Context: an optimization exercise on an open-source flow, tuned for small area and a short achievable clock period. The choices shown serve that exercise and are no tape-out recipe. The RTL was checked by simulation tests, not by an equivalence proof against the original design. Power figures rest on the tool's default switching activity, not on a simulated workload.

<file path="flow/standard.sh">
#!/bin/bash
# synth_recipe.tcl (not shown) runs the flow's synth.tcl, then flattens the netlist and writes it again
# the make line also repeats each setting of config.mk as NAME=value (left out here)
make -C /OpenROAD-flow-scripts/flow DESIGN_CONFIG=/design/flow/config.mk WORK_HOME=/design/flow/orfs CLKGATE_MAP_FILE= SYNTH_SCRIPT=/design/flow/synth_recipe.tcl "${@:-finish}"
</file>
<file path="flow/flow/run.sh">
#!/bin/bash
# Layout with a hand-mapped PHT read path:
#  1. the standard synthesis, with module pht_read left as a black box;
#  2. the black box filled with flow/pht_read.v (sky130 cells, generated by
#     gen/gen_read.py) and the netlist flattened as the standard synthesis does;
#  3. the standard layout of that netlist, with buf_2 port buffers
#     and no CTS dummy loads.
set -euo pipefail
W=$PWD
LIB=$FLOW_HOME/platforms/$FLOW_PLATFORM/lib/sky130_fd_sc_hd__tt_025C_1v80.lib
YOSYS=$FLOW_HOME/../tools/install/yosys/bin/yosys
[[ -x $YOSYS ]] || YOSYS=$(command -v yosys)

SYNTH_BLACKBOXES=pht_read bash standard.sh "$W/orfs/results/$FLOW_PLATFORM/gshare_predictor/base/1_2_yosys.v" > synth.log 2>&1
cp orfs/results/$FLOW_PLATFORM/gshare_predictor/base/1_2_yosys.v synth_bb.v

cat > link.ys <<EOT
read_liberty -lib $LIB
read_verilog $W/synth_bb.v
read_verilog $W/flow/pht_read.v
hierarchy -check -top $FLOW_TOP
flatten
opt_clean -purge
check -assert
stat
write_verilog -noattr -nohex -nodec $W/linked.v
EOT
$YOSYS -s link.ys > link.log 2>&1

rm -rf orfs
export BUFFER_PORTS_ARGS="-buffer_cell sky130_fd_sc_hd__buf_2"
export CTS_ARGS="-sink_clustering_enable -repair_clock_nets -sink_clustering_size 24 -sink_clustering_max_diameter 80 -buf_list sky130_fd_sc_hd__clkbuf_16 -dont_use_dummy_load"
SYNTH_NETLIST_FILES=$W/linked.v bash standard.sh > standard.log 2>&1
</file>
<file path="flow/flow/pht_read.v">
// Generated by gen/gen_read.py: the PHT read path of gshare_predictor mapped
// by hand to sky130_fd_sc_hd cells (same function as rtl pht_read).
module pht_read (
  input  [7:0]   pc,
  input  [7:0]   h,
  input  [255:0] dir,
  output [7:0]   idx,
  output         taken
);
  wire [7:0] x;
  wire [7:0] xn;
  wire [15:0] qn;
  wire [15:0] lo;
  wire [15:0] lo2;
  wire [15:0] hi;
  wire [127:0] t;
  wire [31:0] u;
  wire [15:0] w;
  wire [3:0] v;
  wire [1:0] y;
  sky130_fd_sc_hd__xor2_2 r1 (.A(pc[0]), .B(h[0]), .X(x[0]));
  sky130_fd_sc_hd__xnor2_2 r2 (.A(pc[0]), .B(h[0]), .Y(xn[0]));
  assign idx[0] = x[0];
  sky130_fd_sc_hd__xor2_2 r3 (.A(pc[1]), .B(h[1]), .X(x[1]));
  sky130_fd_sc_hd__xnor2_2 r4 (.A(pc[1]), .B(h[1]), .Y(xn[1]));
  assign idx[1] = x[1];
  sky130_fd_sc_hd__xor2_2 r5 (.A(pc[2]), .B(h[2]), .X(x[2]));
  sky130_fd_sc_hd__xnor2_2 r6 (.A(pc[2]), .B(h[2]), .Y(xn[2]));
  assign idx[2] = x[2];
  sky130_fd_sc_hd__xor2_2 r7 (.A(pc[3]), .B(h[3]), .X(x[3]));
  sky130_fd_sc_hd__xnor2_2 r8 (.A(pc[3]), .B(h[3]), .Y(xn[3]));
  assign idx[3] = x[3];
  sky130_fd_sc_hd__xor2_2 r9 (.A(pc[4]), .B(h[4]), .X(x[4]));
  sky130_fd_sc_hd__xnor2_2 r10 (.A(pc[4]), .B(h[4]), .Y(xn[4]));
  assign idx[4] = x[4];
  sky130_fd_sc_hd__xor2_2 r11 (.A(pc[5]), .B(h[5]), .X(x[5]));
  sky130_fd_sc_hd__xnor2_2 r12 (.A(pc[5]), .B(h[5]), .Y(xn[5]));
  assign idx[5] = x[5];
  sky130_fd_sc_hd__xor2_2 r13 (.A(pc[6]), .B(h[6]), .X(x[6]));
  sky130_fd_sc_hd__xnor2_2 r14 (.A(pc[6]), .B(h[6]), .Y(xn[6]));
  assign idx[6] = x[6];
  sky130_fd_sc_hd__xor2_2 r15 (.A(pc[7]), .B(h[7]), .X(x[7]));
  sky130_fd_sc_hd__xnor2_2 r16 (.A(pc[7]), .B(h[7]), .Y(xn[7]));
  assign idx[7] = x[7];
  sky130_fd_sc_hd__nand2_4 r17 (.A(xn[0]), .B(xn[1]), .Y(qn[0]));
  sky130_fd_sc_hd__nand2_4 r18 (.A(x[0]), .B(xn[1]), .Y(qn[1]));
  sky130_fd_sc_hd__nand2_4 r19 (.A(xn[0]), .B(x[1]), .Y(qn[2]));
  sky130_fd_sc_hd__nand2_4 r20 (.A(x[0]), .B(x[1]), .Y(qn[3]));
  sky130_fd_sc_hd__nand2_4 r21 (.A(xn[2]), .B(xn[3]), .Y(qn[4]));
  sky130_fd_sc_hd__nand2_4 r22 (.A(x[2]), .B(xn[3]), .Y(qn[5]));
  sky130_fd_sc_hd__nand2_4 r23 (.A(xn[2]), .B(x[3]), .Y(qn[6]));
  sky130_fd_sc_hd__nand2_4 r24 (.A(x[2]), .B(x[3]), .Y(qn[7]));
  sky130_fd_sc_hd__nand2_4 r25 (.A(xn[4]), .B(xn[5]), .Y(qn[8]));
  sky130_fd_sc_hd__nand2_4 r26 (.A(x[4]), .B(xn[5]), .Y(qn[9]));
  sky130_fd_sc_hd__nand2_4 r27 (.A(xn[4]), .B(x[5]), .Y(qn[10]));
  sky130_fd_sc_hd__nand2_4 r28 (.A(x[4]), .B(x[5]), .Y(qn[11]));
  sky130_fd_sc_hd__nand2_4 r29 (.A(xn[6]), .B(xn[7]), .Y(qn[12]));
  sky130_fd_sc_hd__nand2_4 r30 (.A(x[6]), .B(xn[7]), .Y(qn[13]));
  sky130_fd_sc_hd__nand2_4 r31 (.A(xn[6]), .B(x[7]), .Y(qn[14]));
  sky130_fd_sc_hd__nand2_4 r32 (.A(x[6]), .B(x[7]), .Y(qn[15]));
  sky130_fd_sc_hd__nor2_2 r33 (.A(qn[0]), .B(qn[4]), .Y(lo[0]));
  sky130_fd_sc_hd__nor2_2 r34 (.A(qn[0]), .B(qn[4]), .Y(lo2[0]));
  sky130_fd_sc_hd__nor2_1 r35 (.A(qn[8]), .B(qn[12]), .Y(hi[0]));
  sky130_fd_sc_hd__nor2_2 r36 (.A(qn[1]), .B(qn[4]), .Y(lo[1]));
  sky130_fd_sc_hd__nor2_2 r37 (.A(qn[1]), .B(qn[4]), .Y(lo2[1]));
  sky130_fd_sc_hd__nor2_1 r38 (.A(qn[9]), .B(qn[12]), .Y(hi[1]));
  sky130_fd_sc_hd__nor2_2 r39 (.A(qn[2]), .B(qn[4]), .Y(lo[2]));
  sky130_fd_sc_hd__nor2_2 r40 (.A(qn[2]), .B(qn[4]), .Y(lo2[2]));
  sky130_fd_sc_hd__nor2_1 r41 (.A(qn[10]), .B(qn[12]), .Y(hi[2]));
  sky130_fd_sc_hd__nor2_2 r42 (.A(qn[3]), .B(qn[4]), .Y(lo[3]));
  sky130_fd_sc_hd__nor2_2 r43 (.A(qn[3]), .B(qn[4]), .Y(lo2[3]));
  sky130_fd_sc_hd__nor2_1 r44 (.A(qn[11]), .B(qn[12]), .Y(hi[3]));
  sky130_fd_sc_hd__nor2_2 r45 (.A(qn[0]), .B(qn[5]), .Y(lo[4]));
  sky130_fd_sc_hd__nor2_2 r46 (.A(qn[0]), .B(qn[5]), .Y(lo2[4]));
  sky130_fd_sc_hd__nor2_1 r47 (.A(qn[8]), .B(qn[13]), .Y(hi[4]));
  sky130_fd_sc_hd__nor2_2 r48 (.A(qn[1]), .B(qn[5]), .Y(lo[5]));
  sky130_fd_sc_hd__nor2_2 r49 (.A(qn[1]), .B(qn[5]), .Y(lo2[5]));
  sky130_fd_sc_hd__nor2_1 r50 (.A(qn[9]), .B(qn[13]), .Y(hi[5]));
  sky130_fd_sc_hd__nor2_2 r51 (.A(qn[2]), .B(qn[5]), .Y(lo[6]));
  sky130_fd_sc_hd__nor2_2 r52 (.A(qn[2]), .B(qn[5]), .Y(lo2[6]));
  sky130_fd_sc_hd__nor2_1 r53 (.A(qn[10]), .B(qn[13]), .Y(hi[6]));
  sky130_fd_sc_hd__nor2_2 r54 (.A(qn[3]), .B(qn[5]), .Y(lo[7]));
  sky130_fd_sc_hd__nor2_2 r55 (.A(qn[3]), .B(qn[5]), .Y(lo2[7]));
  sky130_fd_sc_hd__nor2_1 r56 (.A(qn[11]), .B(qn[13]), .Y(hi[7]));
  sky130_fd_sc_hd__nor2_2 r57 (.A(qn[0]), .B(qn[6]), .Y(lo[8]));
  sky130_fd_sc_hd__nor2_2 r58 (.A(qn[0]), .B(qn[6]), .Y(lo2[8]));
  sky130_fd_sc_hd__nor2_1 r59 (.A(qn[8]), .B(qn[14]), .Y(hi[8]));
  sky130_fd_sc_hd__nor2_2 r60 (.A(qn[1]), .B(qn[6]), .Y(lo[9]));
  sky130_fd_sc_hd__nor2_2 r61 (.A(qn[1]), .B(qn[6]), .Y(lo2[9]));
  sky130_fd_sc_hd__nor2_1 r62 (.A(qn[9]), .B(qn[14]), .Y(hi[9]));
  sky130_fd_sc_hd__nor2_2 r63 (.A(qn[2]), .B(qn[6]), .Y(lo[10]));
  sky130_fd_sc_hd__nor2_2 r64 (.A(qn[2]), .B(qn[6]), .Y(lo2[10]));
  sky130_fd_sc_hd__nor2_1 r65 (.A(qn[10]), .B(qn[14]), .Y(hi[10]));
  sky130_fd_sc_hd__nor2_2 r66 (.A(qn[3]), .B(qn[6]), .Y(lo[11]));
  sky130_fd_sc_hd__nor2_2 r67 (.A(qn[3]), .B(qn[6]), .Y(lo2[11]));
  sky130_fd_sc_hd__nor2_1 r68 (.A(qn[11]), .B(qn[14]), .Y(hi[11]));
  sky130_fd_sc_hd__nor2_2 r69 (.A(qn[0]), .B(qn[7]), .Y(lo[12]));
  sky130_fd_sc_hd__nor2_2 r70 (.A(qn[0]), .B(qn[7]), .Y(lo2[12]));
  sky130_fd_sc_hd__nor2_1 r71 (.A(qn[8]), .B(qn[15]), .Y(hi[12]));
  sky130_fd_sc_hd__nor2_2 r72 (.A(qn[1]), .B(qn[7]), .Y(lo[13]));
  sky130_fd_sc_hd__nor2_2 r73 (.A(qn[1]), .B(qn[7]), .Y(lo2[13]));
  sky130_fd_sc_hd__nor2_1 r74 (.A(qn[9]), .B(qn[15]), .Y(hi[13]));
  sky130_fd_sc_hd__nor2_2 r75 (.A(qn[2]), .B(qn[7]), .Y(lo[14]));
  sky130_fd_sc_hd__nor2_2 r76 (.A(qn[2]), .B(qn[7]), .Y(lo2[14]));
  sky130_fd_sc_hd__nor2_1 r77 (.A(qn[10]), .B(qn[15]), .Y(hi[14]));
  sky130_fd_sc_hd__nor2_2 r78 (.A(qn[3]), .B(qn[7]), .Y(lo[15]));
  sky130_fd_sc_hd__nor2_2 r79 (.A(qn[3]), .B(qn[7]), .Y(lo2[15]));
  sky130_fd_sc_hd__nor2_1 r80 (.A(qn[11]), .B(qn[15]), .Y(hi[15]));
  sky130_fd_sc_hd__a22oi_1 r81 (.A1(dir[0]), .A2(lo[0]), .B1(dir[1]), .B2(lo[1]), .Y(t[0]));
  sky130_fd_sc_hd__a22oi_1 r82 (.A1(dir[2]), .A2(lo[2]), .B1(dir[3]), .B2(lo[3]), .Y(t[1]));
  sky130_fd_sc_hd__a22oi_1 r83 (.A1(dir[4]), .A2(lo[4]), .B1(dir[5]), .B2(lo[5]), .Y(t[2]));
  sky130_fd_sc_hd__a22oi_1 r84 (.A1(dir[6]), .A2(lo[6]), .B1(dir[7]), .B2(lo[7]), .Y(t[3]));
  sky130_fd_sc_hd__a22oi_1 r85 (.A1(dir[8]), .A2(lo[8]), .B1(dir[9]), .B2(lo[9]), .Y(t[4]));
  sky130_fd_sc_hd__a22oi_1 r86 (.A1(dir[10]), .A2(lo[10]), .B1(dir[11]), .B2(lo[11]), .Y(t[5]));
  sky130_fd_sc_hd__a22oi_1 r87 (.A1(dir[12]), .A2(lo[12]), .B1(dir[13]), .B2(lo[13]), .Y(t[6]));
  sky130_fd_sc_hd__a22oi_1 r88 (.A1(dir[14]), .A2(lo[14]), .B1(dir[15]), .B2(lo[15]), .Y(t[7]));
  sky130_fd_sc_hd__nand4_1 r89 (.A(t[0]), .B(t[1]), .C(t[2]), .D(t[3]), .Y(u[0]));
  sky130_fd_sc_hd__nand4_1 r90 (.A(t[4]), .B(t[5]), .C(t[6]), .D(t[7]), .Y(u[1]));
  sky130_fd_sc_hd__o21ai_1 r91 (.A1(u[0]), .A2(u[1]), .B1(hi[0]), .Y(w[0]));
  sky130_fd_sc_hd__a22oi_1 r92 (.A1(dir[16]), .A2(lo[0]), .B1(dir[17]), .B2(lo[1]), .Y(t[8]));
  sky130_fd_sc_hd__a22oi_1 r93 (.A1(dir[18]), .A2(lo[2]), .B1(dir[19]), .B2(lo[3]), .Y(t[9]));
  sky130_fd_sc_hd__a22oi_1 r94 (.A1(dir[20]), .A2(lo[4]), .B1(dir[21]), .B2(lo[5]), .Y(t[10]));
  sky130_fd_sc_hd__a22oi_1 r95 (.A1(dir[22]), .A2(lo[6]), .B1(dir[23]), .B2(lo[7]), .Y(t[11]));
  sky130_fd_sc_hd__a22oi_1 r96 (.A1(dir[24]), .A2(lo[8]), .B1(dir[25]), .B2(lo[9]), .Y(t[12]));
  sky130_fd_sc_hd__a22oi_1 r97 (.A1(dir[26]), .A2(lo[10]), .B1(dir[27]), .B2(lo[11]), .Y(t[13]));
  sky130_fd_sc_hd__a22oi_1 r98 (.A1(dir[28]), .A2(lo[12]), .B1(dir[29]), .B2(lo[13]), .Y(t[14]));
  sky130_fd_sc_hd__a22oi_1 r99 (.A1(dir[30]), .A2(lo[14]), .B1(dir[31]), .B2(lo[15]), .Y(t[15]));
  sky130_fd_sc_hd__nand4_1 r100 (.A(t[8]), .B(t[9]), .C(t[10]), .D(t[11]), .Y(u[2]));
  sky130_fd_sc_hd__nand4_1 r101 (.A(t[12]), .B(t[13]), .C(t[14]), .D(t[15]), .Y(u[3]));
  sky130_fd_sc_hd__o21ai_1 r102 (.A1(u[2]), .A2(u[3]), .B1(hi[1]), .Y(w[1]));
  sky130_fd_sc_hd__a22oi_1 r103 (.A1(dir[32]), .A2(lo[0]), .B1(dir[33]), .B2(lo[1]), .Y(t[16]));
  sky130_fd_sc_hd__a22oi_1 r104 (.A1(dir[34]), .A2(lo[2]), .B1(dir[35]), .B2(lo[3]), .Y(t[17]));
  sky130_fd_sc_hd__a22oi_1 r105 (.A1(dir[36]), .A2(lo[4]), .B1(dir[37]), .B2(lo[5]), .Y(t[18]));
  sky130_fd_sc_hd__a22oi_1 r106 (.A1(dir[38]), .A2(lo[6]), .B1(dir[39]), .B2(lo[7]), .Y(t[19]));
  sky130_fd_sc_hd__a22oi_1 r107 (.A1(dir[40]), .A2(lo[8]), .B1(dir[41]), .B2(lo[9]), .Y(t[20]));
  sky130_fd_sc_hd__a22oi_1 r108 (.A1(dir[42]), .A2(lo[10]), .B1(dir[43]), .B2(lo[11]), .Y(t[21]));
  sky130_fd_sc_hd__a22oi_1 r109 (.A1(dir[44]), .A2(lo[12]), .B1(dir[45]), .B2(lo[13]), .Y(t[22]));
  sky130_fd_sc_hd__a22oi_1 r110 (.A1(dir[46]), .A2(lo[14]), .B1(dir[47]), .B2(lo[15]), .Y(t[23]));
  sky130_fd_sc_hd__nand4_1 r111 (.A(t[16]), .B(t[17]), .C(t[18]), .D(t[19]), .Y(u[4]));
  sky130_fd_sc_hd__nand4_1 r112 (.A(t[20]), .B(t[21]), .C(t[22]), .D(t[23]), .Y(u[5]));
  sky130_fd_sc_hd__o21ai_1 r113 (.A1(u[4]), .A2(u[5]), .B1(hi[2]), .Y(w[2]));
  sky130_fd_sc_hd__a22oi_1 r114 (.A1(dir[48]), .A2(lo[0]), .B1(dir[49]), .B2(lo[1]), .Y(t[24]));
  sky130_fd_sc_hd__a22oi_1 r115 (.A1(dir[50]), .A2(lo[2]), .B1(dir[51]), .B2(lo[3]), .Y(t[25]));
  sky130_fd_sc_hd__a22oi_1 r116 (.A1(dir[52]), .A2(lo[4]), .B1(dir[53]), .B2(lo[5]), .Y(t[26]));
  sky130_fd_sc_hd__a22oi_1 r117 (.A1(dir[54]), .A2(lo[6]), .B1(dir[55]), .B2(lo[7]), .Y(t[27]));
  sky130_fd_sc_hd__a22oi_1 r118 (.A1(dir[56]), .A2(lo[8]), .B1(dir[57]), .B2(lo[9]), .Y(t[28]));
  sky130_fd_sc_hd__a22oi_1 r119 (.A1(dir[58]), .A2(lo[10]), .B1(dir[59]), .B2(lo[11]), .Y(t[29]));
  sky130_fd_sc_hd__a22oi_1 r120 (.A1(dir[60]), .A2(lo[12]), .B1(dir[61]), .B2(lo[13]), .Y(t[30]));
  sky130_fd_sc_hd__a22oi_1 r121 (.A1(dir[62]), .A2(lo[14]), .B1(dir[63]), .B2(lo[15]), .Y(t[31]));
  sky130_fd_sc_hd__nand4_1 r122 (.A(t[24]), .B(t[25]), .C(t[26]), .D(t[27]), .Y(u[6]));
  sky130_fd_sc_hd__nand4_1 r123 (.A(t[28]), .B(t[29]), .C(t[30]), .D(t[31]), .Y(u[7]));
  sky130_fd_sc_hd__o21ai_1 r124 (.A1(u[6]), .A2(u[7]), .B1(hi[3]), .Y(w[3]));
  sky130_fd_sc_hd__a22oi_1 r125 (.A1(dir[64]), .A2(lo[0]), .B1(dir[65]), .B2(lo[1]), .Y(t[32]));
  sky130_fd_sc_hd__a22oi_1 r126 (.A1(dir[66]), .A2(lo[2]), .B1(dir[67]), .B2(lo[3]), .Y(t[33]));
  sky130_fd_sc_hd__a22oi_1 r127 (.A1(dir[68]), .A2(lo[4]), .B1(dir[69]), .B2(lo[5]), .Y(t[34]));
  sky130_fd_sc_hd__a22oi_1 r128 (.A1(dir[70]), .A2(lo[6]), .B1(dir[71]), .B2(lo[7]), .Y(t[35]));
  sky130_fd_sc_hd__a22oi_1 r129 (.A1(dir[72]), .A2(lo[8]), .B1(dir[73]), .B2(lo[9]), .Y(t[36]));
  sky130_fd_sc_hd__a22oi_1 r130 (.A1(dir[74]), .A2(lo[10]), .B1(dir[75]), .B2(lo[11]), .Y(t[37]));
  sky130_fd_sc_hd__a22oi_1 r131 (.A1(dir[76]), .A2(lo[12]), .B1(dir[77]), .B2(lo[13]), .Y(t[38]));
  sky130_fd_sc_hd__a22oi_1 r132 (.A1(dir[78]), .A2(lo[14]), .B1(dir[79]), .B2(lo[15]), .Y(t[39]));
  sky130_fd_sc_hd__nand4_1 r133 (.A(t[32]), .B(t[33]), .C(t[34]), .D(t[35]), .Y(u[8]));
  sky130_fd_sc_hd__nand4_1 r134 (.A(t[36]), .B(t[37]), .C(t[38]), .D(t[39]), .Y(u[9]));
  sky130_fd_sc_hd__o21ai_1 r135 (.A1(u[8]), .A2(u[9]), .B1(hi[4]), .Y(w[4]));
  sky130_fd_sc_hd__a22oi_1 r136 (.A1(dir[80]), .A2(lo[0]), .B1(dir[81]), .B2(lo[1]), .Y(t[40]));
  sky130_fd_sc_hd__a22oi_1 r137 (.A1(dir[82]), .A2(lo[2]), .B1(dir[83]), .B2(lo[3]), .Y(t[41]));
  sky130_fd_sc_hd__a22oi_1 r138 (.A1(dir[84]), .A2(lo[4]), .B1(dir[85]), .B2(lo[5]), .Y(t[42]));
  sky130_fd_sc_hd__a22oi_1 r139 (.A1(dir[86]), .A2(lo[6]), .B1(dir[87]), .B2(lo[7]), .Y(t[43]));
  sky130_fd_sc_hd__a22oi_1 r140 (.A1(dir[88]), .A2(lo[8]), .B1(dir[89]), .B2(lo[9]), .Y(t[44]));
  sky130_fd_sc_hd__a22oi_1 r141 (.A1(dir[90]), .A2(lo[10]), .B1(dir[91]), .B2(lo[11]), .Y(t[45]));
  sky130_fd_sc_hd__a22oi_1 r142 (.A1(dir[92]), .A2(lo[12]), .B1(dir[93]), .B2(lo[13]), .Y(t[46]));
  sky130_fd_sc_hd__a22oi_1 r143 (.A1(dir[94]), .A2(lo[14]), .B1(dir[95]), .B2(lo[15]), .Y(t[47]));
  sky130_fd_sc_hd__nand4_1 r144 (.A(t[40]), .B(t[41]), .C(t[42]), .D(t[43]), .Y(u[10]));
  sky130_fd_sc_hd__nand4_1 r145 (.A(t[44]), .B(t[45]), .C(t[46]), .D(t[47]), .Y(u[11]));
  sky130_fd_sc_hd__o21ai_1 r146 (.A1(u[10]), .A2(u[11]), .B1(hi[5]), .Y(w[5]));
  sky130_fd_sc_hd__a22oi_1 r147 (.A1(dir[96]), .A2(lo[0]), .B1(dir[97]), .B2(lo[1]), .Y(t[48]));
  sky130_fd_sc_hd__a22oi_1 r148 (.A1(dir[98]), .A2(lo[2]), .B1(dir[99]), .B2(lo[3]), .Y(t[49]));
  sky130_fd_sc_hd__a22oi_1 r149 (.A1(dir[100]), .A2(lo[4]), .B1(dir[101]), .B2(lo[5]), .Y(t[50]));
  sky130_fd_sc_hd__a22oi_1 r150 (.A1(dir[102]), .A2(lo[6]), .B1(dir[103]), .B2(lo[7]), .Y(t[51]));
  sky130_fd_sc_hd__a22oi_1 r151 (.A1(dir[104]), .A2(lo[8]), .B1(dir[105]), .B2(lo[9]), .Y(t[52]));
  sky130_fd_sc_hd__a22oi_1 r152 (.A1(dir[106]), .A2(lo[10]), .B1(dir[107]), .B2(lo[11]), .Y(t[53]));
  sky130_fd_sc_hd__a22oi_1 r153 (.A1(dir[108]), .A2(lo[12]), .B1(dir[109]), .B2(lo[13]), .Y(t[54]));
  sky130_fd_sc_hd__a22oi_1 r154 (.A1(dir[110]), .A2(lo[14]), .B1(dir[111]), .B2(lo[15]), .Y(t[55]));
  sky130_fd_sc_hd__nand4_1 r155 (.A(t[48]), .B(t[49]), .C(t[50]), .D(t[51]), .Y(u[12]));
  sky130_fd_sc_hd__nand4_1 r156 (.A(t[52]), .B(t[53]), .C(t[54]), .D(t[55]), .Y(u[13]));
  sky130_fd_sc_hd__o21ai_1 r157 (.A1(u[12]), .A2(u[13]), .B1(hi[6]), .Y(w[6]));
  sky130_fd_sc_hd__a22oi_1 r158 (.A1(dir[112]), .A2(lo[0]), .B1(dir[113]), .B2(lo[1]), .Y(t[56]));
  sky130_fd_sc_hd__a22oi_1 r159 (.A1(dir[114]), .A2(lo[2]), .B1(dir[115]), .B2(lo[3]), .Y(t[57]));
  sky130_fd_sc_hd__a22oi_1 r160 (.A1(dir[116]), .A2(lo[4]), .B1(dir[117]), .B2(lo[5]), .Y(t[58]));
  sky130_fd_sc_hd__a22oi_1 r161 (.A1(dir[118]), .A2(lo[6]), .B1(dir[119]), .B2(lo[7]), .Y(t[59]));
  sky130_fd_sc_hd__a22oi_1 r162 (.A1(dir[120]), .A2(lo[8]), .B1(dir[121]), .B2(lo[9]), .Y(t[60]));
  sky130_fd_sc_hd__a22oi_1 r163 (.A1(dir[122]), .A2(lo[10]), .B1(dir[123]), .B2(lo[11]), .Y(t[61]));
  sky130_fd_sc_hd__a22oi_1 r164 (.A1(dir[124]), .A2(lo[12]), .B1(dir[125]), .B2(lo[13]), .Y(t[62]));
  sky130_fd_sc_hd__a22oi_1 r165 (.A1(dir[126]), .A2(lo[14]), .B1(dir[127]), .B2(lo[15]), .Y(t[63]));
  sky130_fd_sc_hd__nand4_1 r166 (.A(t[56]), .B(t[57]), .C(t[58]), .D(t[59]), .Y(u[14]));
  sky130_fd_sc_hd__nand4_1 r167 (.A(t[60]), .B(t[61]), .C(t[62]), .D(t[63]), .Y(u[15]));
  sky130_fd_sc_hd__o21ai_1 r168 (.A1(u[14]), .A2(u[15]), .B1(hi[7]), .Y(w[7]));
  sky130_fd_sc_hd__a22oi_1 r169 (.A1(dir[128]), .A2(lo2[0]), .B1(dir[129]), .B2(lo2[1]), .Y(t[64]));
  sky130_fd_sc_hd__a22oi_1 r170 (.A1(dir[130]), .A2(lo2[2]), .B1(dir[131]), .B2(lo2[3]), .Y(t[65]));
  sky130_fd_sc_hd__a22oi_1 r171 (.A1(dir[132]), .A2(lo2[4]), .B1(dir[133]), .B2(lo2[5]), .Y(t[66]));
  sky130_fd_sc_hd__a22oi_1 r172 (.A1(dir[134]), .A2(lo2[6]), .B1(dir[135]), .B2(lo2[7]), .Y(t[67]));
  sky130_fd_sc_hd__a22oi_1 r173 (.A1(dir[136]), .A2(lo2[8]), .B1(dir[137]), .B2(lo2[9]), .Y(t[68]));
  sky130_fd_sc_hd__a22oi_1 r174 (.A1(dir[138]), .A2(lo2[10]), .B1(dir[139]), .B2(lo2[11]), .Y(t[69]));
  sky130_fd_sc_hd__a22oi_1 r175 (.A1(dir[140]), .A2(lo2[12]), .B1(dir[141]), .B2(lo2[13]), .Y(t[70]));
  sky130_fd_sc_hd__a22oi_1 r176 (.A1(dir[142]), .A2(lo2[14]), .B1(dir[143]), .B2(lo2[15]), .Y(t[71]));
  sky130_fd_sc_hd__nand4_1 r177 (.A(t[64]), .B(t[65]), .C(t[66]), .D(t[67]), .Y(u[16]));
  sky130_fd_sc_hd__nand4_1 r178 (.A(t[68]), .B(t[69]), .C(t[70]), .D(t[71]), .Y(u[17]));
  sky130_fd_sc_hd__o21ai_1 r179 (.A1(u[16]), .A2(u[17]), .B1(hi[8]), .Y(w[8]));
  sky130_fd_sc_hd__a22oi_1 r180 (.A1(dir[144]), .A2(lo2[0]), .B1(dir[145]), .B2(lo2[1]), .Y(t[72]));
  sky130_fd_sc_hd__a22oi_1 r181 (.A1(dir[146]), .A2(lo2[2]), .B1(dir[147]), .B2(lo2[3]), .Y(t[73]));
  sky130_fd_sc_hd__a22oi_1 r182 (.A1(dir[148]), .A2(lo2[4]), .B1(dir[149]), .B2(lo2[5]), .Y(t[74]));
  sky130_fd_sc_hd__a22oi_1 r183 (.A1(dir[150]), .A2(lo2[6]), .B1(dir[151]), .B2(lo2[7]), .Y(t[75]));
  sky130_fd_sc_hd__a22oi_1 r184 (.A1(dir[152]), .A2(lo2[8]), .B1(dir[153]), .B2(lo2[9]), .Y(t[76]));
  sky130_fd_sc_hd__a22oi_1 r185 (.A1(dir[154]), .A2(lo2[10]), .B1(dir[155]), .B2(lo2[11]), .Y(t[77]));
  sky130_fd_sc_hd__a22oi_1 r186 (.A1(dir[156]), .A2(lo2[12]), .B1(dir[157]), .B2(lo2[13]), .Y(t[78]));
  sky130_fd_sc_hd__a22oi_1 r187 (.A1(dir[158]), .A2(lo2[14]), .B1(dir[159]), .B2(lo2[15]), .Y(t[79]));
  sky130_fd_sc_hd__nand4_1 r188 (.A(t[72]), .B(t[73]), .C(t[74]), .D(t[75]), .Y(u[18]));
  sky130_fd_sc_hd__nand4_1 r189 (.A(t[76]), .B(t[77]), .C(t[78]), .D(t[79]), .Y(u[19]));
  sky130_fd_sc_hd__o21ai_1 r190 (.A1(u[18]), .A2(u[19]), .B1(hi[9]), .Y(w[9]));
  sky130_fd_sc_hd__a22oi_1 r191 (.A1(dir[160]), .A2(lo2[0]), .B1(dir[161]), .B2(lo2[1]), .Y(t[80]));
  sky130_fd_sc_hd__a22oi_1 r192 (.A1(dir[162]), .A2(lo2[2]), .B1(dir[163]), .B2(lo2[3]), .Y(t[81]));
  sky130_fd_sc_hd__a22oi_1 r193 (.A1(dir[164]), .A2(lo2[4]), .B1(dir[165]), .B2(lo2[5]), .Y(t[82]));
  sky130_fd_sc_hd__a22oi_1 r194 (.A1(dir[166]), .A2(lo2[6]), .B1(dir[167]), .B2(lo2[7]), .Y(t[83]));
  sky130_fd_sc_hd__a22oi_1 r195 (.A1(dir[168]), .A2(lo2[8]), .B1(dir[169]), .B2(lo2[9]), .Y(t[84]));
  sky130_fd_sc_hd__a22oi_1 r196 (.A1(dir[170]), .A2(lo2[10]), .B1(dir[171]), .B2(lo2[11]), .Y(t[85]));
  sky130_fd_sc_hd__a22oi_1 r197 (.A1(dir[172]), .A2(lo2[12]), .B1(dir[173]), .B2(lo2[13]), .Y(t[86]));
  sky130_fd_sc_hd__a22oi_1 r198 (.A1(dir[174]), .A2(lo2[14]), .B1(dir[175]), .B2(lo2[15]), .Y(t[87]));
  sky130_fd_sc_hd__nand4_1 r199 (.A(t[80]), .B(t[81]), .C(t[82]), .D(t[83]), .Y(u[20]));
  sky130_fd_sc_hd__nand4_1 r200 (.A(t[84]), .B(t[85]), .C(t[86]), .D(t[87]), .Y(u[21]));
  sky130_fd_sc_hd__o21ai_1 r201 (.A1(u[20]), .A2(u[21]), .B1(hi[10]), .Y(w[10]));
  sky130_fd_sc_hd__a22oi_1 r202 (.A1(dir[176]), .A2(lo2[0]), .B1(dir[177]), .B2(lo2[1]), .Y(t[88]));
  sky130_fd_sc_hd__a22oi_1 r203 (.A1(dir[178]), .A2(lo2[2]), .B1(dir[179]), .B2(lo2[3]), .Y(t[89]));
  sky130_fd_sc_hd__a22oi_1 r204 (.A1(dir[180]), .A2(lo2[4]), .B1(dir[181]), .B2(lo2[5]), .Y(t[90]));
  sky130_fd_sc_hd__a22oi_1 r205 (.A1(dir[182]), .A2(lo2[6]), .B1(dir[183]), .B2(lo2[7]), .Y(t[91]));
  sky130_fd_sc_hd__a22oi_1 r206 (.A1(dir[184]), .A2(lo2[8]), .B1(dir[185]), .B2(lo2[9]), .Y(t[92]));
  sky130_fd_sc_hd__a22oi_1 r207 (.A1(dir[186]), .A2(lo2[10]), .B1(dir[187]), .B2(lo2[11]), .Y(t[93]));
  sky130_fd_sc_hd__a22oi_1 r208 (.A1(dir[188]), .A2(lo2[12]), .B1(dir[189]), .B2(lo2[13]), .Y(t[94]));
  sky130_fd_sc_hd__a22oi_1 r209 (.A1(dir[190]), .A2(lo2[14]), .B1(dir[191]), .B2(lo2[15]), .Y(t[95]));
  sky130_fd_sc_hd__nand4_1 r210 (.A(t[88]), .B(t[89]), .C(t[90]), .D(t[91]), .Y(u[22]));
  sky130_fd_sc_hd__nand4_1 r211 (.A(t[92]), .B(t[93]), .C(t[94]), .D(t[95]), .Y(u[23]));
  sky130_fd_sc_hd__o21ai_1 r212 (.A1(u[22]), .A2(u[23]), .B1(hi[11]), .Y(w[11]));
  sky130_fd_sc_hd__a22oi_1 r213 (.A1(dir[192]), .A2(lo2[0]), .B1(dir[193]), .B2(lo2[1]), .Y(t[96]));
  sky130_fd_sc_hd__a22oi_1 r214 (.A1(dir[194]), .A2(lo2[2]), .B1(dir[195]), .B2(lo2[3]), .Y(t[97]));
  sky130_fd_sc_hd__a22oi_1 r215 (.A1(dir[196]), .A2(lo2[4]), .B1(dir[197]), .B2(lo2[5]), .Y(t[98]));
  sky130_fd_sc_hd__a22oi_1 r216 (.A1(dir[198]), .A2(lo2[6]), .B1(dir[199]), .B2(lo2[7]), .Y(t[99]));
  sky130_fd_sc_hd__a22oi_1 r217 (.A1(dir[200]), .A2(lo2[8]), .B1(dir[201]), .B2(lo2[9]), .Y(t[100]));
  sky130_fd_sc_hd__a22oi_1 r218 (.A1(dir[202]), .A2(lo2[10]), .B1(dir[203]), .B2(lo2[11]), .Y(t[101]));
  sky130_fd_sc_hd__a22oi_1 r219 (.A1(dir[204]), .A2(lo2[12]), .B1(dir[205]), .B2(lo2[13]), .Y(t[102]));
  sky130_fd_sc_hd__a22oi_1 r220 (.A1(dir[206]), .A2(lo2[14]), .B1(dir[207]), .B2(lo2[15]), .Y(t[103]));
  sky130_fd_sc_hd__nand4_1 r221 (.A(t[96]), .B(t[97]), .C(t[98]), .D(t[99]), .Y(u[24]));
  sky130_fd_sc_hd__nand4_1 r222 (.A(t[100]), .B(t[101]), .C(t[102]), .D(t[103]), .Y(u[25]));
  sky130_fd_sc_hd__o21ai_1 r223 (.A1(u[24]), .A2(u[25]), .B1(hi[12]), .Y(w[12]));
  sky130_fd_sc_hd__a22oi_1 r224 (.A1(dir[208]), .A2(lo2[0]), .B1(dir[209]), .B2(lo2[1]), .Y(t[104]));
  sky130_fd_sc_hd__a22oi_1 r225 (.A1(dir[210]), .A2(lo2[2]), .B1(dir[211]), .B2(lo2[3]), .Y(t[105]));
  sky130_fd_sc_hd__a22oi_1 r226 (.A1(dir[212]), .A2(lo2[4]), .B1(dir[213]), .B2(lo2[5]), .Y(t[106]));
  sky130_fd_sc_hd__a22oi_1 r227 (.A1(dir[214]), .A2(lo2[6]), .B1(dir[215]), .B2(lo2[7]), .Y(t[107]));
  sky130_fd_sc_hd__a22oi_1 r228 (.A1(dir[216]), .A2(lo2[8]), .B1(dir[217]), .B2(lo2[9]), .Y(t[108]));
  sky130_fd_sc_hd__a22oi_1 r229 (.A1(dir[218]), .A2(lo2[10]), .B1(dir[219]), .B2(lo2[11]), .Y(t[109]));
  sky130_fd_sc_hd__a22oi_1 r230 (.A1(dir[220]), .A2(lo2[12]), .B1(dir[221]), .B2(lo2[13]), .Y(t[110]));
  sky130_fd_sc_hd__a22oi_1 r231 (.A1(dir[222]), .A2(lo2[14]), .B1(dir[223]), .B2(lo2[15]), .Y(t[111]));
  sky130_fd_sc_hd__nand4_1 r232 (.A(t[104]), .B(t[105]), .C(t[106]), .D(t[107]), .Y(u[26]));
  sky130_fd_sc_hd__nand4_1 r233 (.A(t[108]), .B(t[109]), .C(t[110]), .D(t[111]), .Y(u[27]));
  sky130_fd_sc_hd__o21ai_1 r234 (.A1(u[26]), .A2(u[27]), .B1(hi[13]), .Y(w[13]));
  sky130_fd_sc_hd__a22oi_1 r235 (.A1(dir[224]), .A2(lo2[0]), .B1(dir[225]), .B2(lo2[1]), .Y(t[112]));
  sky130_fd_sc_hd__a22oi_1 r236 (.A1(dir[226]), .A2(lo2[2]), .B1(dir[227]), .B2(lo2[3]), .Y(t[113]));
  sky130_fd_sc_hd__a22oi_1 r237 (.A1(dir[228]), .A2(lo2[4]), .B1(dir[229]), .B2(lo2[5]), .Y(t[114]));
  sky130_fd_sc_hd__a22oi_1 r238 (.A1(dir[230]), .A2(lo2[6]), .B1(dir[231]), .B2(lo2[7]), .Y(t[115]));
  sky130_fd_sc_hd__a22oi_1 r239 (.A1(dir[232]), .A2(lo2[8]), .B1(dir[233]), .B2(lo2[9]), .Y(t[116]));
  sky130_fd_sc_hd__a22oi_1 r240 (.A1(dir[234]), .A2(lo2[10]), .B1(dir[235]), .B2(lo2[11]), .Y(t[117]));
  sky130_fd_sc_hd__a22oi_1 r241 (.A1(dir[236]), .A2(lo2[12]), .B1(dir[237]), .B2(lo2[13]), .Y(t[118]));
  sky130_fd_sc_hd__a22oi_1 r242 (.A1(dir[238]), .A2(lo2[14]), .B1(dir[239]), .B2(lo2[15]), .Y(t[119]));
  sky130_fd_sc_hd__nand4_1 r243 (.A(t[112]), .B(t[113]), .C(t[114]), .D(t[115]), .Y(u[28]));
  sky130_fd_sc_hd__nand4_1 r244 (.A(t[116]), .B(t[117]), .C(t[118]), .D(t[119]), .Y(u[29]));
  sky130_fd_sc_hd__o21ai_1 r245 (.A1(u[28]), .A2(u[29]), .B1(hi[14]), .Y(w[14]));
  sky130_fd_sc_hd__a22oi_1 r246 (.A1(dir[240]), .A2(lo2[0]), .B1(dir[241]), .B2(lo2[1]), .Y(t[120]));
  sky130_fd_sc_hd__a22oi_1 r247 (.A1(dir[242]), .A2(lo2[2]), .B1(dir[243]), .B2(lo2[3]), .Y(t[121]));
  sky130_fd_sc_hd__a22oi_1 r248 (.A1(dir[244]), .A2(lo2[4]), .B1(dir[245]), .B2(lo2[5]), .Y(t[122]));
  sky130_fd_sc_hd__a22oi_1 r249 (.A1(dir[246]), .A2(lo2[6]), .B1(dir[247]), .B2(lo2[7]), .Y(t[123]));
  sky130_fd_sc_hd__a22oi_1 r250 (.A1(dir[248]), .A2(lo2[8]), .B1(dir[249]), .B2(lo2[9]), .Y(t[124]));
  sky130_fd_sc_hd__a22oi_1 r251 (.A1(dir[250]), .A2(lo2[10]), .B1(dir[251]), .B2(lo2[11]), .Y(t[125]));
  sky130_fd_sc_hd__a22oi_1 r252 (.A1(dir[252]), .A2(lo2[12]), .B1(dir[253]), .B2(lo2[13]), .Y(t[126]));
  sky130_fd_sc_hd__a22oi_1 r253 (.A1(dir[254]), .A2(lo2[14]), .B1(dir[255]), .B2(lo2[15]), .Y(t[127]));
  sky130_fd_sc_hd__nand4_1 r254 (.A(t[120]), .B(t[121]), .C(t[122]), .D(t[123]), .Y(u[30]));
  sky130_fd_sc_hd__nand4_1 r255 (.A(t[124]), .B(t[125]), .C(t[126]), .D(t[127]), .Y(u[31]));
  sky130_fd_sc_hd__o21ai_1 r256 (.A1(u[30]), .A2(u[31]), .B1(hi[15]), .Y(w[15]));
  sky130_fd_sc_hd__nand4_2 r257 (.A(w[0]), .B(w[1]), .C(w[2]), .D(w[3]), .Y(v[0]));
  sky130_fd_sc_hd__nand4_2 r258 (.A(w[4]), .B(w[5]), .C(w[6]), .D(w[7]), .Y(v[1]));
  sky130_fd_sc_hd__nand4_2 r259 (.A(w[8]), .B(w[9]), .C(w[10]), .D(w[11]), .Y(v[2]));
  sky130_fd_sc_hd__nand4_2 r260 (.A(w[12]), .B(w[13]), .C(w[14]), .D(w[15]), .Y(v[3]));
  sky130_fd_sc_hd__nor2_2 r261 (.A(v[0]), .B(v[1]), .Y(y[0]));
  sky130_fd_sc_hd__nor2_2 r262 (.A(v[2]), .B(v[3]), .Y(y[1]));
  sky130_fd_sc_hd__nand2_2 r263 (.A(y[0]), .B(y[1]), .Y(taken));
endmodule
</file>
<file path="flow/constraint.sdc">
create_clock -name core_clock -period 7.5 [get_ports {clk}]
set_input_delay 1.5000 -clock core_clock [delete_from_list [all_inputs] [get_ports {clk}]]
set_output_delay 1.5000 -clock core_clock [all_outputs]
set_load 0.01 [all_outputs]
</file>
<file path="flow/design.v">
package bp_pkg;
    localparam int unsigned HIST_W_DEF = 8;
    localparam int unsigned CNT_W_DEF  = 2;
    localparam int unsigned PC_W_DEF   = 32;
    localparam int unsigned MODE_GLOBAL = 0;
    localparam int unsigned MODE_GSHARE = 1;
    localparam logic [CNT_W_DEF-1:0] WEAK_NT = 2'b01;
    function automatic integer weak_nt(input integer cnt_w);
        weak_nt = (1 << (cnt_w - 1)) - 1;
    endfunction
endpackage
module sat_counter (
    input  logic clk,
    input  logic rst_n,
    input  logic en,
    input  logic inc,
    output logic dir,
    output logic sat
);
    always_ff @(posedge clk or negedge rst_n) begin
        if (!rst_n) begin
            dir    <= 1'b0;
            sat <= 1'b0;
        end else if (en) begin
            if (!sat) dir <= inc;
            sat <= (dir == inc);
        end
    end
endmodule
module gshare_predictor #(
    parameter int unsigned HIST_W = bp_pkg::HIST_W_DEF,
    parameter int unsigned PC_W   = bp_pkg::PC_W_DEF
) (
    input  logic              clk,
    input  logic              rst_n,
    input  logic              Pred_Valid,
    input  logic [PC_W-1:0]   Pred_PC,
    output logic              Pred_Taken,
    output logic [HIST_W-1:0] Pred_Index,
    input  logic              Upd_Valid,
    input  logic [HIST_W-1:0] Upd_Index,
    input  logic              Upd_Taken,
    input  logic              Upd_Mispredict,
    output logic [15:0]       Mispred_Count
);
    localparam int unsigned DEPTH = 2 ** HIST_W;
    logic [HIST_W-1:0] spec_hist;
    logic [HIST_W-1:0] arch_hist;
    logic [DEPTH-1:0]  dir;
    logic [DEPTH-1:0]  sat;
    logic              flush;
    pht_read u_read (
        .pc    (Pred_PC[HIST_W+1:2]),
        .h     (spec_hist),
        .dir   (dir),
        .idx   (Pred_Index),
        .taken (Pred_Taken)
    );
    for (genvar i = 0; i < DEPTH; i++) begin : g_pht
        sat_counter u_cnt (
            .clk    (clk),
            .rst_n  (rst_n),
            .en     (Upd_Valid && (Upd_Index == HIST_W'(i))),
            .inc    (Upd_Taken),
            .dir    (dir[i]),
            .sat (sat[i])
        );
    end
    assign flush = Upd_Valid && Upd_Mispredict;
    always_ff @(posedge clk or negedge rst_n) begin
        if (!rst_n) begin
            spec_hist <= '0;
            arch_hist <= '0;
        end else begin
            if (Upd_Valid) begin
                arch_hist <= {arch_hist[HIST_W-2:0], Upd_Taken};
            end
            if (flush) begin
                spec_hist <= {arch_hist[HIST_W-2:0], Upd_Taken};
            end else if (Pred_Valid) begin
                spec_hist <= {spec_hist[HIST_W-2:0], Pred_Taken};
            end
        end
    end
    always_ff @(posedge clk or negedge rst_n) begin
        if (!rst_n) begin
            Mispred_Count <= '0;
        end else if (flush && (Mispred_Count != 16'hFFFF)) begin
            Mispred_Count <= Mispred_Count + 16'd1;
        end
    end
endmodule
module pht_read (
    input  logic [7:0]   pc,
    input  logic [7:0]   h,
    input  logic [255:0] dir,
    output logic [7:0]   idx,
    output logic         taken
);
    assign idx   = pc ^ h;
    assign taken = dir[idx];
endmodule
</file>
<file path="flow/config.mk">
export PLATFORM = sky130hd
export DESIGN_NAME = gshare_predictor
export DESIGN_NICKNAME = gshare_predictor
export VERILOG_FILES = /design/flow/design.v
export SDC_FILE = /design/flow/constraint.sdc
export NUM_CORES = 4
export LEC_CHECK = 0
export CAP_MARGIN = 20
export CORE_MARGIN = 2
export CORE_UTILIZATION = 60
export CTS_BUF_LIST = sky130_fd_sc_hd__clkbuf_16
export CTS_CLUSTER_DIAMETER = 80
export CTS_CLUSTER_SIZE = 24
export SETUP_SLACK_MARGIN = 3.0
export SLEW_MARGIN = 20
</file>
==> results by group, run 1 <==
Outcome
  – Run status: complete, no violations

Job
  – Number of max-cap violations: 0

Layout
  – Fraction of layout cells with a size suffix above 1: 22.0%
  – Final Non-Filler Cells: 2968
  – Layout Utilization: between 60% and 70%
  – Storage element area: 0.0136 mm^2
  – Number of fill cells in the layout: 3417
  – Fin nets: 2423
  – Area Growth Syn to Fin: 7.33%
  – Area occupied by multi-input gates: around 0.013 mm^2
  – Design area: roughly 0.029 mm^2

Floorplan
  – Die Wd: between 200 and 250 um
  – Core Area: roughly 0.044 mm^2
  – Die area: around 0.047 mm^2
  – Placement Rows: just under 80
  – Die Ht: approximately 220 um
  – Io pins: between 70 and 80
  – Initial Utilization: about three fifths

Setup path
  – Worst R2R Setup Slack: 4.68 ns
  – Max FO, Critical Path: 8
  – R2r startpoint: spec_hist[1]$_DFFE_PN0P_
  – CP startpoint kind: input port
  – Critical path arrival: approximately 3.5 ns
  – CP Capture Type: primary output
  – Worst EP required: around 6 ns
  – Worst Setup Path Type: in2out
  – Reg2Reg Depth: 13
  – Crit Reg-Reg Endpoint: spec_hist[0]$_DFFE_PN0P_

Timing
  – Post-Route Skew: between 0.04 and 0.05 ns
  – Final worst slack: between 2 and 2.5 ns
  – Setup violators final: 0
  – Period utilization: between 60 and 70%
  – Relative slew margins: between 20% and 30%
  – Slew Limit Fails: 0
  – Period minus WS final: between 5 and 6 ns
  – Least-Margin Pin Slew: 1.08 ns
  – Fmax: 0.199 GHz
  – Total negative slack: 0 ns
  – Final Hold Fails: 0
  – RSZ-0062 raised after global routing: true

Place
  – Gpl congestion: 0.837
  – DP Area: around 0.028 mm^2
  – Placed cells: about 2900
  – IO buf count: 46
  – Post-DP HPWL: approximately 40 mm
  – DP Worst Slack: 2.26 ns

Yosys
  – Mapped Nets: between 2000 and 3000
  – Syn Std Cell Area: roughly 0.027 mm^2
  – Synth warn: 0
  – Mean area per synthesized cell: about 11 um^2
  – Post-synthesis cell count: about 2500

Worst hold path
  – HP Start: arch_hist[6]$_DFFE_PN0P_
  – Worst hold endpoint: spec_hist[7]$_DFFE_PN0P_
  – Hold WC Path Type: reg2reg
  – Hold Crit Depth: 2

Detailed routing
  – DR pass1 iterations: 6
  – Starting DRC count in detailed routing: approximately 1700
  – Vias per cell: ~6.4
  – Drt drc: 0
  – Via count: roughly 19000
  – Post-DRT Antenna Nets: 0
  – Routed Wire Length: 64.2 mm
  – Drt wl/cell: 21.6 um

Clock tree
  – H-tree Lvls: 2
  – Clock root buffer: clkbuf_16
  – Clock transition at path regs: ~0.07 ns
  – CTS Buf Count: 34
  – TritonCTS clock tree: built
  – CTS max path bufs: 3
  – Clk Latency, worst-skew pair: around 0.55 ns
  – Sink Count: 543

Global route
  – Largest net degree at the start of global routing: 196
  – Busiest grt layer: met2
  – First-pass GRT wire length: 104 mm
  – Global-route usage over all layers: between 20% and 30%
  – Number of global-route vias before repair: 19000
  – Met2 Track Usage GR: 46.3%
  – Grt total ovfl: 0
  – Initial antenna violation count: 2
  – Met1 GRT Util: 39.2%
  – GRT met3 Usage: about 3.6%

Power and ir drop
  – PD cells: around 200 mW/mm^2
  – LEAKAGE: approximately 0.013 uW
  – Peak VDD IR: between 0.0002 and 0.00025 V
[state kept, by name, summed over array words and instances (netlist names)]
name and flops:
Mispred_Count 16, spec_hist 8, g_pht.u_cnt.dir 256, g_pht.u_cnt.sat 256
arch_hist 7
[cell usage in the layout, fill, tap and decap left out, types with 36 or more instances in the layout]
cell,count
xor2_1,264
o21ai_0,257
dfrtp_1,543
buf_2,39
a22oi_1,106
nand4_1,41
buf_4,36
o31ai_1,249
nor3_1,251
mux2_2,267
[power by group]
part / internal, uW / switching, uW / leakage [uW]
registers: 3090 / 153 / 0.00746
clock network: 810 / 950 / 0.000419
logic: 336 / 595 / 0.00487
[layer usage]
metal	up-vias	routed length, um
met5	-	0
met3	98	3120
met1	9578	28900
met4	0	1480
li1	8847	-
met2	380	30600
[layout make-up]
| class | instances | area share [%] |
|---|---|---|
| sequential | 543 | 46.6 |
| inverter | 1 | 0.0129 |
| tap | 592 | 2.54 |
| antenna | 2 | 0.0172 |
| multi-input combinational | 1696 | 44.9 |
| clock buffer | 34 | 2.92 |
| timing repair buffer | 100 | 2.98 |
[per-stage QoR]
step	hold WS, ns	total power (uW)
4_1_cts	0.493	5960
3_3_place_gp	0.477	4070
3_5_place_dp	0.476	4110
2_1_floorplan	0.446	3800
6_report	0.482	5940
5_1_grt	0.525	6180
[timing repair]
| action | CTS | global route |
|---|---|---|
| setup buffers | 17 | 5 |
| cloned | 0 | 0 |
| hold buffers | 0 | 0 |
| pin swaps | 30 | 30 |
| gates resized for setup | 73 | 18 |
| endpoints found under the setup margin | 1 | 1 |
[worst max-delay path: stages]
cell and delay (ns):
buf_6 0.11, xor2_4 0.21, nand2_8 0.20, buf_6 0.14, nor2_4 0.08, a22oi_1 0.24, nand4_1 0.21, o21ai_1 0.27
nand4_2 0.16, nor2_4 0.17, nand2_4 0.09, buf_6 0.13
[worst max-delay path by stage]
| stage | slack (ns) | endpoint | from | depth (start not counted) |
|---|---|---|---|---|
| floorplan | 3.27 | Pred_Taken | Pred_PC[3] | 9 |
| global placement | 2.30 | Pred_Taken | Pred_PC[3] | 11 |
| detailed placement | 2.26 | Pred_Taken | Pred_PC[2] | 11 |
| CTS | 2.52 | Pred_Taken | Pred_PC[3] | 12 |
| global route | 2.46 | Pred_Taken | Pred_PC[2] | 13 |
| finish | 2.48 | Pred_Taken | Pred_PC[5] | 12 |
==> run 2, diff against run 1 <==
--- a/flow/config.mk
+++ b/flow/config.mk
@@ -9,3 +9,3 @@
 export CORE_MARGIN = 2
-export CORE_UTILIZATION = 60
+export CORE_UTILIZATION = 70
 export CTS_BUF_LIST = sky130_fd_sc_hd__clkbuf_16
@@ -13,2 +13,3 @@
 export CTS_CLUSTER_SIZE = 24
+export PLACE_DENSITY = 0.74
 export SETUP_SLACK_MARGIN = 3.0
==> run 2 against run 1 <==
Still clean on timing, DRC and antenna. Worst setup slack better by 0.0033 ns. Clock power is 6% lower. Critical path depth stayed put. Power is 1.8% lower. Via count is 1.1% higher. Global-route usage is 3.3 points higher. Final cell count is 2.9% lower. Critical path type unchanged. Largest power group unchanged.
==> results by group, run 2 <==
Setup path
  – Worst R2R Setup Slack: 4.72 ns (+0.04 ns)
  – Max FO, Critical Path: 8 (unchanged)
  – Critical path arrival: 3.52 ns (about the same)
  – CP Capture Type: primary output
  – Worst Setup Path Type: in2out
  – CP startpoint kind: input port
  – Worst EP required: 6.00 ns (about the same)

Floorplan
  – Die Wd: 201 um (-7.3%)
  – Placement Rows: 72 (-6.5%)
  – Io pins: 71 (unchanged)
  – Core Area: 0.0385 mm^2 (-13%)
  – Die area: 0.0404 mm^2 (-14%)
  – Die Ht: 201 um (-7.3%)
  – Initial Utilization: 70.6% (+9.5 points)

Timing
  – Total negative slack: 0 ns (unchanged)
  – Period minus WS final: 5.02 ns (-0.00333 ns)
  – Fmax: 0.199 GHz (about the same)
  – Final worst slack: 2.48 ns (+0.00333 ns)
  – Post-Route Skew: 0.0272 ns (-0.0187 ns)
  – Setup violators final: 0 (unchanged)
  – Final Hold Fails: 0 (unchanged)
  – Least-Margin Pin Slew: 0.983 ns (-0.0978 ns)
  – Slew Limit Fails: 0 (unchanged)
  – WHS: 0.486 ns (+0.00418 ns)
  – Relative slew margins: 34.4% (+6.4 points)
  – RSZ-0062 raised after global routing: true
  – Period utilization: 66.9% (about the same)

Layout
  – Ant. Diodes: 0 (-2)
  – Final Non-Filler Cells: 2882 (-2.9%)
  – Most common cell after layout, fill and taps aside: dfrtp_1
  – Fin nets: 2413 (-0.41%)
  – Area Growth Syn to Fin: 6.49%
  – Most frequent cells in the layout: dfrtp_1, mux2_2, xor2_1, o21ai_0, nor3_1
  – Biggest regs: g_pht.u_cnt.dir x256, g_pht.u_cnt.sat x256, Mispred_Count x16
  – Fraction of layout cells with a size suffix above 1: 21.7% (-0.33 points)
  – Number of fill cells in the layout: 2604 (-24%)

Global route
  – Initial antenna violation count: 0 (-2)
  – Number of global-route vias before repair: 18900 (-0.60%)
  – Global-route usage over all layers: 31.3% (+3.3 points)
  – First-pass GRT wire length: 101 mm (-2.6%)
  – Grt total ovfl: 0 (unchanged)
  – Largest net degree at the start of global routing: 159 (-19%)

Yosys
  – Mean area per synthesized cell: 11.1 um^2 (unchanged)
  – Syn Std Cell Area: 0.0272 mm^2 (unchanged)
  – Post-synthesis cell count: 2456 (unchanged)
  – Synth warn: 0 (unchanged)
  – Mapped Nets: 2503 (unchanged)

Job
  – Number of max-cap violations: 0 (unchanged)

Detailed routing
  – Post-DRT Antenna Nets: 0 (unchanged)
  – Drt wl/cell: 21.8 um (+0.92%)
  – Drt drc: 0 (unchanged)
  – Vias per cell: 6.63 (+4.1%)
  – Starting DRC count in detailed routing: 1529 (-8.7%)
  – DR pass1 iterations: 5 (-1)
  – Routed Wire Length: 62.9 mm (-2.0%)
  – Via count: 19100 (+1.1%)

Clock tree
  – Cts hold-fix bufs: 0 (unchanged)
  – Clk Latency, worst-skew pair: 0.60 ns (+0.05 ns)
  – TritonCTS clock tree: built
  – CTS Buf Count: 31 (-8.8%)
  – Sink Count: 543 (unchanged)
  – Clock transition at path regs: 0.09 ns (+0.02 ns)
  – CTS max path bufs: 3 (unchanged)
  – Clock root buffer: clkbuf_16
  – H-tree Lvls: 1 (-1)

Outcome
  – Run status: complete, no violations

Power and ir drop
  – Peak VDD IR: 0.000210 V (+4.7%)
  – PD cells: 202 mW/mm^2 (-1.1%)
  – Total Power: 5830 uW (-1.8%)
  – LEAKAGE: 0.0127 uW (-0.64%)

Place
  – Placed cells: 2834 (-2.6%)
  – Post-DP HPWL: 38.7 mm (-2.2%)
  – IO buf count: 46 (unchanged)
  – DP Worst Slack: 2.35 ns (+0.0884 ns)
  – Gpl congestion: 0.851 (+1.6%)

Worst hold path
  – Hold WC Path Type: reg2reg
==> run 2: routing by layer <==
layer | share of wire, % | up-vias | wire length [um] | track usage (%)
met5 | 0 | - | 0 | 0
met4 | 3.0 | 0 | 1920 | 9.52
met3 | 6.0 | 119 | 3770 | 4.19
met2 | 48 | 517 | 29900 | 51.4
met1 | 43 | 9667 | 27300 | 44.0
li1 | - | 8799 | - | -
==> run 2: report_power, final <==
group	total (uW)	leakage, uW	internal (uW)	switching, uW
Clock	1650	0.000382	730	922
Sequential	3250	0.00746	3090	154
Combinational	928	0.00483	325	603
==> run 2: worst paths after layout <==
| check | start | end | cells past startpoint |
|---|---|---|---|
| min in group asynchronous | rst_n | g_pht[234].u_cnt.dir$_DFFE_PN0P_ | 1 |
| max in group asynchronous | rst_n | g_pht[60].u_cnt.sat$_DFFE_PN0P_ | 2 |
| worst max-delay path | Pred_PC[3] | Pred_Taken | 12 |
| worst min-delay path | arch_hist[6]$_DFFE_PN0P_ | spec_hist[7]$_DFFE_PN0P_ | 2 |
| worst min register to register | arch_hist[6]$_DFFE_PN0P_ | spec_hist[7]$_DFFE_PN0P_ | 2 |
| worst max register to register | spec_hist[1]$_DFFE_PN0P_ | spec_hist[0]$_DFFE_PN0P_ | 12 |
==> run 2: cell type report <==
class	instances	area, um^2	area share, %
multi-input cells	1696	13100	45.3
well taps	518	648	2.24
inverters	1	3.75	0.0130
clock buffers	31	776	2.68
flip-flops and latches	543	13600	47.0
repair buffers	93	792	2.74
==> run 2: timing repair <==
item / CTS / global route
gates resized for setup: 68 / 18
pin swaps: 37 / 29
buffers inserted: 6 / 8
setup endpoints to repair: 1 / 1
==> run 2: through the flow <==
stage,util [%],area (um^2)
final,75.2,28900
after detailed placement,71.4,27500
after global routing,75.2,28900
after global placement,71.4,27500
after CTS,74.6,28700
after floorplan,-,27200
==> run 2: critical path, cell delays in order <==
cell and delay, ns:
buf_12 0.11, xor2_4 0.15, buf_12 0.16, nand2_8 0.14, nor2_4 0.12, a22oi_2 0.22, nand4_1 0.33, o21ai_2 0.28
nand4_2 0.14, nor2_4 0.13, nand2_4 0.08, buf_6 0.13
==> run 3, diff against run 2 <==
--- a/flow/flow/run.sh
+++ b/flow/flow/run.sh
@@ -31,3 +31,3 @@
 export BUFFER_PORTS_ARGS="-buffer_cell sky130_fd_sc_hd__buf_2"
-export CTS_ARGS="-sink_clustering_enable -repair_clock_nets -sink_clustering_size 24 -sink_clustering_max_diameter 80 -buf_list sky130_fd_sc_hd__clkbuf_16 -dont_use_dummy_load"
+export CTS_ARGS="-sink_clustering_enable -repair_clock_nets -sink_clustering_size 16 -sink_clustering_max_diameter 70 -buf_list sky130_fd_sc_hd__clkbuf_8 -dont_use_dummy_load"
 SYNTH_NETLIST_FILES=$W/linked.v bash standard.sh > standard.log 2>&1
--- a/flow/config.mk
+++ b/flow/config.mk
@@ -10,7 +10,7 @@
 export CORE_UTILIZATION = 70
-export CTS_BUF_LIST = sky130_fd_sc_hd__clkbuf_16
-export CTS_CLUSTER_DIAMETER = 80
-export CTS_CLUSTER_SIZE = 24
+export CTS_BUF_LIST = sky130_fd_sc_hd__clkbuf_8
+export CTS_CLUSTER_DIAMETER = 70
+export CTS_CLUSTER_SIZE = 16
 export PLACE_DENSITY = 0.74
-export SETUP_SLACK_MARGIN = 3.0
+export SETUP_SLACK_MARGIN = 4.0
 export SLEW_MARGIN = 20
==> run 3 against run 2 <==
Non-clock buffer count up 6. Critical path depth unchanged. Hold slack better by 0.023 ns. Sequential share of layout area down 0.077 points. Power down 3.5%. Area after synthesis unchanged. Synthesized cell count unchanged. Largest power group unchanged. Flip-flop and latch count unchanged. Fmax up 0.40%. Clock skew up 0.020 ns. Register-to-register slack better by 0.09 ns. Critical path type unchanged.
==> results by group, run 3 <==
Clock tree
  – CTS Buf Count: 40 (+29%)
  – TritonCTS clock tree: built
  – Clk Latency, worst-skew pair: 0.65 ns (+0.05 ns)
  – Sink Count: 543 (unchanged)
  – Clock transition at path regs: 0.09 ns (about the same)
  – CTS max path bufs: 3 (unchanged)
  – Clock root buffer: clkbuf_8
  – H-tree Lvls: 2 (+1)

Detailed routing
  – Drt wl/cell: 21.6 um (-1.0%)
  – DR pass1 iterations: 5 (unchanged)
  – Post-DRT Antenna Nets: 0 (unchanged)
  – Starting DRC count in detailed routing: 1836 (+20%)
  – Vias per cell: 6.55 (-1.2%)
  – Via count: 19000 (-0.58%)
  – Drt drc: 0 (unchanged)
  – Routed Wire Length: 62.6 mm (-0.45%)

Floorplan
  – Placement Rows: 72 (unchanged)
  – Initial Utilization: 70.6% (unchanged)
  – Die Ht: 201 um (unchanged)
  – Die Wd: 201 um (unchanged)
  – Die area: 0.0404 mm^2 (unchanged)
  – Core Area: 0.0385 mm^2 (unchanged)
  – Io pins: 71 (unchanged)

Global route
  – Global-route usage over all layers: 31.3% (about the same)
  – First-pass GRT wire length: 101 mm (-0.44%)
  – Grt total ovfl: 0 (unchanged)
  – Number of global-route vias before repair: 18900 (-0.14%)
  – Initial antenna violation count: 2 (+2)
  – Largest net degree at the start of global routing: 202 (+27%)

Power and ir drop
  – Total Power: 5630 uW (-3.5%)
  – Peak VDD IR: 0.000180 V (-15%)
  – PD cells: 194 mW/mm^2 (-3.6%)
  – P_int: 3930 uW (-5.2%)
  – Switching pwr: 1690 uW (+0.74%)
  – Reg power frac: 57.9% (+2.2 points)
  – Sw frac: 30.1% (+1.3 points)
  – Comb pwr share: 17.3% (+1.4 points)
  – LEAKAGE: 0.0127 uW (about the same)
  – Clock power frac: 24.9% (-3.5 points)

Place
  – Post-DP HPWL: 38.3 mm (-1.0%)
  – Gpl congestion: 0.844 (-0.75%)
  – Placed cells: 2838 (+0.14%)
  – IO buf count: 46 (unchanged)

Outcome
  – Run status: complete, no violations

Timing
  – Post-Route Skew: 0.0471 ns (+0.0199 ns)
  – Final Hold Fails: 0 (unchanged)
  – Fmax: 0.200 GHz (+0.40%)
  – Setup violators final: 0 (unchanged)
  – Total negative slack: 0 ns (unchanged)
  – Period utilization: 66.7% (-0.26 points)
  – Slew Limit Fails: 0 (unchanged)
  – RSZ-0062 raised after global routing: true
  – Least-Margin Pin Slew: 1.07 ns (+0.0883 ns)
  – Period minus WS final: 5.00 ns (-0.0198 ns)
  – Relative slew margins: 28.6% (-5.8 points)

Layout
  – Fin nets: 2428 (+0.62%)
  – Final Non-Filler Cells: 2899 (+0.59%)
  – Most frequent cells in the layout: dfrtp_1, mux2_2, xor2_1, o21ai_0, nor3_1
  – Number of fill cells in the layout: 2601 (-0.12%)
  – Fraction of layout cells with a size suffix above 1: 22.5% (+0.83 points)
  – Area Growth Syn to Fin: 6.67%
  – Most common cell after layout, fill and taps aside: dfrtp_1
  – Biggest regs: g_pht.u_cnt.dir x256, g_pht.u_cnt.sat x256, Mispred_Count x16
  – Layout Utilization: 75.3% (+0.12 points)

Yosys
  – Syn Std Cell Area: 0.0272 mm^2 (unchanged)
  – Mean area per synthesized cell: 11.1 um^2 (unchanged)
  – Mapped Nets: 2503 (unchanged)
  – Post-synthesis cell count: 2456 (unchanged)
  – Synth warn: 0 (unchanged)

Setup path
  – CP peak stage delay: 0.30 ns (-0.03 ns)
  – Buffers and inverters on the worst path: 3 (unchanged)
  – CP delay by family, top: simple AND/OR/NAND/NOR gates
  – Most Frequent Cell on Critical Path: nor2_4
  – CP max-delay cell: nand4_1
  – Critical path arrival: 3.50 ns (-0.02 ns)
  – Max FO, Critical Path: 8 (unchanged)
  – CP Capture Type: primary output
  – Worst EP required: 6.00 ns (about the same)
  – Worst Setup Path Type: in2out
  – Cell Chain, Critical Path: buf_8 -> xor2_4 -> nand2_8 -> buf_12 -> nor2_4 -> a22oi_2 -> nand4_1 -> o21ai_1 -> nand4_2 -> nor2_4 -> nand2_4 -> buf_6
  – CP startpoint kind: input port

Worst hold path
  – Hold WC Path Type: reg2reg

Job
  – Number of max-cap violations: 0 (unchanged)
-- run 3: cell types whose count changed in the layout (fill, tap and decap cells not counted), sizes merged --
cell / previous run / this run
clkbuf: 31 / 40
buf: 93 / 99
diode: 0 / 2
-- run 3: worst reg2reg max path, delay by kind of cell (launching register included) --
family                    cells  cell delay (ns)
and+or+nand+nor               6             0.93
buffers and inverters         1             0.14
muxes                         1             0.14
DFF                           1             0.52
AOI/OAI and AO/OA             3             0.56
xor gates and xnor gates      1             0.25
-- run 3: routing by layer --
| layer | track usage (%) | vias to the layer above | share of wire [%] |
|---|---|---|---|
| li1 | - | 8847 | - |
| met1 | 44.6 | 9574 | 44 |
| met2 | 50.4 | 454 | 48 |
| met3 | 4.19 | 117 | 5.3 |
| met4 | 10.2 | 0 | 2.8 |
| met5 | 0 | - | 0 |
-- run 3: final timing paths --
check | start | end | slack (ns) | cells after the start
max | Pred_PC[5] | Pred_Taken | 2.50 | 12
min in group asynchronous | rst_n | g_pht[204].u_cnt.sat$_DFFE_PN0P_ | 0.89 | 1
max in group asynchronous | rst_n | g_pht[32].u_cnt.sat$_DFFE_PN0P_ | 5.08 | 3
min | Mispred_Count[15]$_DFFE_PN0P_ | Mispred_Count[15]$_DFFE_PN0P_ | 0.51 | 1
max reg2reg | spec_hist[3]$_DFFE_PN0P_ | spec_hist[0]$_DFFE_PN0P_ | 4.81 | 12
min reg2reg | Mispred_Count[15]$_DFFE_PN0P_ | Mispred_Count[15]$_DFFE_PN0P_ | 0.51 | 1
-- run 3: power groups by stage --
| stage | sequential [uW] | combinational [uW] | clock [uW] |
|---|---|---|---|
| after floorplan | 3270 | 533 | 0 |
| after global placement | 3290 | 771 | 0 |
| after detailed placement | 3300 | 806 | 0 |
| after CTS | 3250 | 922 | 1430 |
| after global routing | 3280 | 1040 | 1540 |
| final | 3260 | 971 | 1400 |
-- run 3: timing repair --
action | 4_1_cts | 5_1_grt
setup buffers | 14 | 4
endpoints found under the setup margin | 11 | 16
gates resized for setup | 89 | 43
pin swaps | 32 | 46
hold buffers | 0 | 0
-- run 3: area by class of cell --
| cell class | instances | area (um^2) | area share (%) |
|---|---|---|---|
| sequential | 543 | 13600 | 46.9 |
| multi-input combinational | 1696 | 13200 | 45.6 |
| timing repair buffer | 99 | 957 | 3.30 |
| tap | 518 | 648 | 2.24 |
| clock buffer | 40 | 551 | 1.90 |
| antenna | 2 | 5.00 | 0.0173 |
| inverter | 1 | 3.75 | 0.0130 |
-- run 3: stage by stage --
step           area, um^2  worst slack [ns]  hold slack (ns)
4_1_cts             28700              2.51            0.514
3_5_place_dp        27500              2.26            0.491
3_3_place_gp        27500              2.24            0.460
2_1_floorplan       27200              3.32            0.446
6_report            29000              2.50            0.510
5_1_grt             29000              2.48            0.533

==> separate check: timing with driven ports <==
Ports are ideal in the flow. The routed layouts listed here were re-timed in OpenROAD.
Step 1 sets driving cells, clkbuf_16 on the clock port and buf_2 on the other inputs (assumed; they add their load-dependent delay and slew).
Step 2, shift: input delay + t, output delay - t, t = (earliest + latest rising clock arrival at the registers) / 2. This alone moves slack from input paths to output paths.
Three values: ideal ports, drivers, drivers and shift; two values: the first two.
run | t, ns | setup WS [ns] | worst register clock-pin slew, ns | worst data-port slew with drivers (ns)
run 1 | 0.603 | 2.477 / 2.441 / 2.441 | 0.10 / 0.10 | 0.08
run 2 | 0.649 | 2.481 / 2.427 / 2.427 | 0.10 / 0.10 | 0.07
run 3 | 0.680 | 2.500 / 2.456 / 2.456 | 0.11 / 0.11 | 0.08
After both steps setup and hold are still met in every run listed. For run 2, which loses most, drivers alone change the setup slack by -0.054 ns; drivers and shift together by -0.054 ns.
